From an optimization exercise on the open Yosys and OpenROAD flow, aimed at small area; shortcuts taken in it are not production practice. Power figures rest on the tool's default switching activity, not on a simulated workload.

== run A ==
==> flow/design.v <==
module cpu_mem_stage #(
    parameter int WIDTH = 32,
    parameter int DEPTH = 32
) (
    input  logic             clk,
    input  logic             rst,
    input  logic             in_valid,
    input  logic             stall,
    input  logic [WIDTH-1:0] out_alu,
    input  logic [WIDTH-1:0] rdata2,
    input  logic             is_write_mem,
    input  logic             is_read_mem,
    input  logic [1:0]       mem_size,
    input  logic             is_unsigned,
    input  logic [4:0]       rd_in,
    input  logic             is_write_reg_in,
    output logic             out_valid,
    output logic [WIDTH-1:0] out_wb,
    output logic [WIDTH-1:0] out_memory,
    output logic [4:0]       rd_out,
    output logic             is_write_reg_out,
    output logic             misaligned
);
    localparam int IDX_W = $clog2(DEPTH);
    logic [DEPTH-1:0][31:0] mem;
    logic                   vld;
    logic                   ld_q;
    logic [IDX_W-1:0] idx;
    logic [1:0]       lane;
    logic             sz_byte;
    logic             sz_half;
    logic             addr_bad;
    logic             active;
    logic             mis;
    logic             ld_op;
    logic             store_en;
    logic             load_en;
    logic [31:0]      rd_word;
    logic [7:0]       byte_sel;
    logic [15:0]      half_sel;
    logic [31:0]      load_ext;
    logic [3:0]       wr_be;
    logic [31:0]      wr_data;
    logic [WIDTH-1:0] wb_next;
    assign idx     = out_alu[IDX_W+1:2];
    assign lane    = out_alu[1:0];
    assign sz_byte = (mem_size == 2'b00);
    assign sz_half = (mem_size == 2'b01);
    assign addr_bad = (sz_half & lane[0]) | (~sz_byte & ~sz_half & (lane != 2'b00));
    assign active   = in_valid & ~stall;
    assign mis      = active & (is_write_mem | is_read_mem) & addr_bad;
    assign ld_op    = is_read_mem & ~is_write_mem;
    assign store_en = active & is_write_mem & ~addr_bad;
    assign load_en  = in_valid & ld_op & ~addr_bad;
    localparam int NGRP = DEPTH / 3;
    localparam int NREM = DEPTH - 3 * NGRP;
    logic [DEPTH-1:0]             rsel;
    logic [31:0][NGRP-1:0]        rgrp_n;
    logic [31:0]                  rrem;
    always_comb begin
        for (int w = 0; w < DEPTH; w++) begin
            rsel[w] = (idx == w[IDX_W-1:0]) & vld;
        end
    end
    for (genvar i = 0; i < 32; i++) begin : g_rbit
        for (genvar g = 0; g < NGRP; g++) begin : g_grp
            cms_aoi222 u_aoi (
                .a0(rsel[3*g]),   .b0(mem[3*g][i]),
                .a1(rsel[3*g+1]), .b1(mem[3*g+1][i]),
                .a2(rsel[3*g+2]), .b2(mem[3*g+2][i]),
                .y (rgrp_n[i][g])
            );
        end
        if (NREM == 2) begin : g_r2
            cms_ao22 u_ao (
                .a0(rsel[DEPTH-2]), .b0(mem[DEPTH-2][i]),
                .a1(rsel[DEPTH-1]), .b1(mem[DEPTH-1][i]),
                .y (rrem[i])
            );
        end else if (NREM == 1) begin : g_r1
            assign rrem[i] = rsel[DEPTH-1] & mem[DEPTH-1][i];
        end else begin : g_r0
            assign rrem[i] = 1'b0;
        end
        assign rd_word[i] = ~&rgrp_n[i] | rrem[i];
    end
    always_comb begin
        case (lane)
            2'd0:    byte_sel = rd_word[7:0];
            2'd1:    byte_sel = rd_word[15:8];
            2'd2:    byte_sel = rd_word[23:16];
            default: byte_sel = rd_word[31:24];
        endcase
        half_sel = lane[1] ? rd_word[31:16] : rd_word[15:0];
        if (sz_byte) begin
            load_ext = {{24{~is_unsigned & byte_sel[7]}}, byte_sel};
        end else if (sz_half) begin
            load_ext = {{16{~is_unsigned & half_sel[15]}}, half_sel};
        end else begin
            load_ext = rd_word;
        end
    end
    logic wb_ld, wb_alu;
    assign wb_ld  = ~stall & load_en;
    assign wb_alu = ~stall & in_valid & ~ld_op;
    for (genvar i = 0; i < WIDTH; i++) begin : g_wb
        cms_ao222 u_ao (
            .a0(stall),  .b0(out_wb[i]),
            .a1(wb_ld),  .b1(load_ext[i]),
            .a2(wb_alu), .b2(out_alu[i]),
            .y (wb_next[i])
        );
    end
    always_comb begin
        wr_be   = 4'b1111;
        wr_data = rdata2;
        if (sz_byte) begin
            wr_be   = 4'b0001 << lane;
            wr_data = {4{rdata2[7:0]}};
        end else if (sz_half) begin
            wr_be   = lane[1] ? 4'b1100 : 4'b0011;
            wr_data = {2{rdata2[15:0]}};
        end
        for (int b = 0; b < 4; b++) begin
            if (!wr_be[b]) wr_data[8*b +: 8] = rd_word[8*b +: 8];
        end
    end
    logic [DEPTH-1:0]           wen;
    logic [DEPTH-1:0]           whold;
    logic [DEPTH-1:0][31:0]     mem_d;
    always_comb begin
        for (int w = 0; w < DEPTH; w++) begin
            wen[w]   = store_en & (idx == w[IDX_W-1:0]);
            whold[w] = vld & ~wen[w];
        end
    end
    for (genvar w = 0; w < DEPTH; w++) begin : g_ww
        for (genvar i = 0; i < 32; i++) begin : g_wb
            cms_ao22 u_ao (
                .a0(wen[w]),   .b0(wr_data[i]),
                .a1(whold[w]), .b1(mem[w][i]),
                .y (mem_d[w][i])
            );
        end
    end
    always_ff @(posedge clk) begin
        mem <= mem_d;
    end
    always_ff @(posedge clk or posedge rst) begin
        if (rst) begin
            vld <= 1'b0;
        end else if (store_en) begin
            vld <= 1'b1;
        end
    end
    always_ff @(posedge clk or posedge rst) begin
        if (rst) begin
            out_wb           <= '0;
        end else begin
            out_wb           <= wb_next;
        end
    end
    always_ff @(posedge clk or posedge rst) begin
        if (rst) begin
            out_valid        <= 1'b0;
            ld_q             <= 1'b0;
            rd_out           <= 5'd0;
            is_write_reg_out <= 1'b0;
            misaligned       <= 1'b0;
        end else if (!stall) begin
            out_valid        <= in_valid;
            ld_q             <= load_en;
            rd_out           <= rd_in;
            is_write_reg_out <= in_valid & is_write_reg_in & ~mis;
            misaligned       <= mis;
        end
    end
    assign out_memory = out_wb & {WIDTH{ld_q}};
endmodule
module cms_aoi222 (
    input  logic a0, b0, a1, b1, a2, b2,
    output logic y
);
    assign y = ~((a0 & b0) | (a1 & b1) | (a2 & b2));
endmodule
module cms_ao22 (
    input  logic a0, b0, a1, b1,
    output logic y
);
    assign y = (a0 & b0) | (a1 & b1);
endmodule
module cms_ao222 (
    input  logic a0, b0, a1, b1, a2, b2,
    output logic y
);
    assign y = (a0 & b0) | (a1 & b1) | (a2 & b2);
endmodule
clock: 7.0 ns
lec_check: 0
cap_margin: 12
core_margin: 2
core_utilization: 55
place_density: 0.75
slew_margin: 12
synth_hierarchical: 1
synth_minimum_keep_size: 0
standard.sh (not shown) runs the stock make flow with config.mk's settings and CLKGATE_MAP_FILE= SYNTH_SCRIPT=/design/flow/synth_recipe.tcl, a recipe that flattens the netlist after the stock synthesis.
==> flow/flow/run.sh <==
#!/bin/bash
# The standard ORFS flow (standard.sh), with two changes:
#  - the port buffers are the smallest buffer, sky130_fd_sc_hd__buf_1;
#  - clock tree synthesis uses clkbuf_16, clusters up to 28 sinks per leaf
#    buffer and adds no dummy loads.
# ORFS writes each step's full log under orfs/logs/; make's own output goes to
# flow_make.log in this folder.
set -euo pipefail
export BUFFER_PORTS_ARGS="-buffer_cell sky130_fd_sc_hd__buf_1"
export CTS_ARGS="-sink_clustering_enable -repair_clock_nets -dont_use_dummy_load -buf_list sky130_fd_sc_hd__clkbuf_16 -sink_clustering_size 28 -sink_clustering_max_diameter 75"
bash standard.sh finish > flow_make.log 2>&1
Run A has completed all stages; timing, DRC and antenna checks passed.
[inputs] run B vs run A
# run A
export LEC_CHECK = 0
export CAP_MARGIN = 12
export CORE_MARGIN = 2
export CORE_UTILIZATION = 55
export PLACE_DENSITY = 0.75
export SLEW_MARGIN = 12
export SYNTH_HIERARCHICAL = 1
export SYNTH_MINIMUM_KEEP_SIZE = 0
create_clock -name core_clock -period 7.0 [get_ports {clk}]
# run B
export LEC_CHECK = 0
export CAP_MARGIN = 20
export CORE_MARGIN = 2
export CORE_UTILIZATION = 55
export PLACE_DENSITY = 0.85
export SLEW_MARGIN = 20
export SYNTH_HIERARCHICAL = 1
export SYNTH_MINIMUM_KEEP_SIZE = 0
create_clock -name core_clock -period 7.0 [get_ports {clk}]
--- a/flow/flow/run.sh
+++ b/flow/flow/run.sh
@@ -4 +4 @@
-#  - clock tree synthesis uses clkbuf_16, clusters up to 28 sinks per leaf
+#  - clock tree synthesis uses clkbuf_16, clusters up to 26 sinks per leaf
@@ -10 +10 @@
-export CTS_ARGS="-sink_clustering_enable -repair_clock_nets -dont_use_dummy_load -buf_list sky130_fd_sc_hd__clkbuf_16 -sink_clustering_size 28 -sink_clustering_max_diameter 75"
+export CTS_ARGS="-sink_clustering_enable -repair_clock_nets -dont_use_dummy_load -buf_list sky130_fd_sc_hd__clkbuf_16 -sink_clustering_size 26 -sink_clustering_max_diameter 70"
## What came out
- Relative to run A, the critical path depth of run B is lower by 1.
- Run A → run B: maximum operating frequency moved up, slack of the worst reg-to-reg path went up by 0.29 ns, minimum setup slack after placement now larger.
- In the metrics for run A and run B, the one carrying the higher non-clock buffer count is run A.
- Changes observed in run B relative to run A: tightest hold margin saw little to no change, non-filler instance count after layout about even, routed wire length went down by 7100 um, cell-internal power now sits higher.
> inputs changed (run B -> run C)
# run B
export LEC_CHECK = 0
export CAP_MARGIN = 20
export CORE_MARGIN = 2
export CORE_UTILIZATION = 55
export PLACE_DENSITY = 0.85
export SLEW_MARGIN = 20
export SYNTH_HIERARCHICAL = 1
export SYNTH_MINIMUM_KEEP_SIZE = 0
create_clock -name core_clock -period 7.0 [get_ports {clk}]
# run C
export LEC_CHECK = 0
export CAP_MARGIN = 20
export CORE_MARGIN = 2
export CORE_UTILIZATION = 55
export SLEW_MARGIN = 20
export SYNTH_HIERARCHICAL = 1
export SYNTH_MINIMUM_KEEP_SIZE = 0
create_clock -name core_clock -period 7.0 [get_ports {clk}]
==> run summary <==
Run C finished every step from synthesis to the final layout, and the layout passed the timing, design-rule and antenna checks. Looking at run B and run C, the power attributed to sequential cells is a wash. Relative to run B, number of buffers and inverters on the critical path has gone up in run C. Comparing portion of the clock cycle consumed by the worst path in the final layout for run B and run C, the bigger number came from run B. Summary of run C over run B: sequential share of layout area -0.48 points; wire length +about 3.7%; utilization +0.59 points.
Function was not checked in any run of this note: the RTL went through the layout flow alone.

## re-timing with driven ports
No port has a modelled driver above. Below, the same layouts with a new extraction and two added sets of constraints.
Step 1, drivers: a clkbuf_16 drives clk and a buf_2 each remaining input, both assumed.
Step 2 times the ports against the registers' clock, not the clock port: input delays grow and output delays shrink by t, the midpoint of the rising clock arrivals with the driver on.
a / b / c = ideal / step 1 / step 2; a / b = the first two.
| run | t, ns | setup WS [ns] | hold WS [ns] |
|---|---|---|---|
| run A | 0.686 | 1.030 / 1.054 / 0.367 | 0.469 / 0.469 / 0.469 |
| run B | 0.685 | 1.081 / 1.117 / 0.431 | 0.470 / 0.470 / 0.470 |
| run C | 0.709 | 1.598 / 1.634 / 0.925 | 0.468 / 0.468 / 0.468 |
After both steps every run listed still meets setup and hold. The setup slack of run C, which loses most, moves by +0.036 ns with the drivers and by -0.673 ns with both steps.
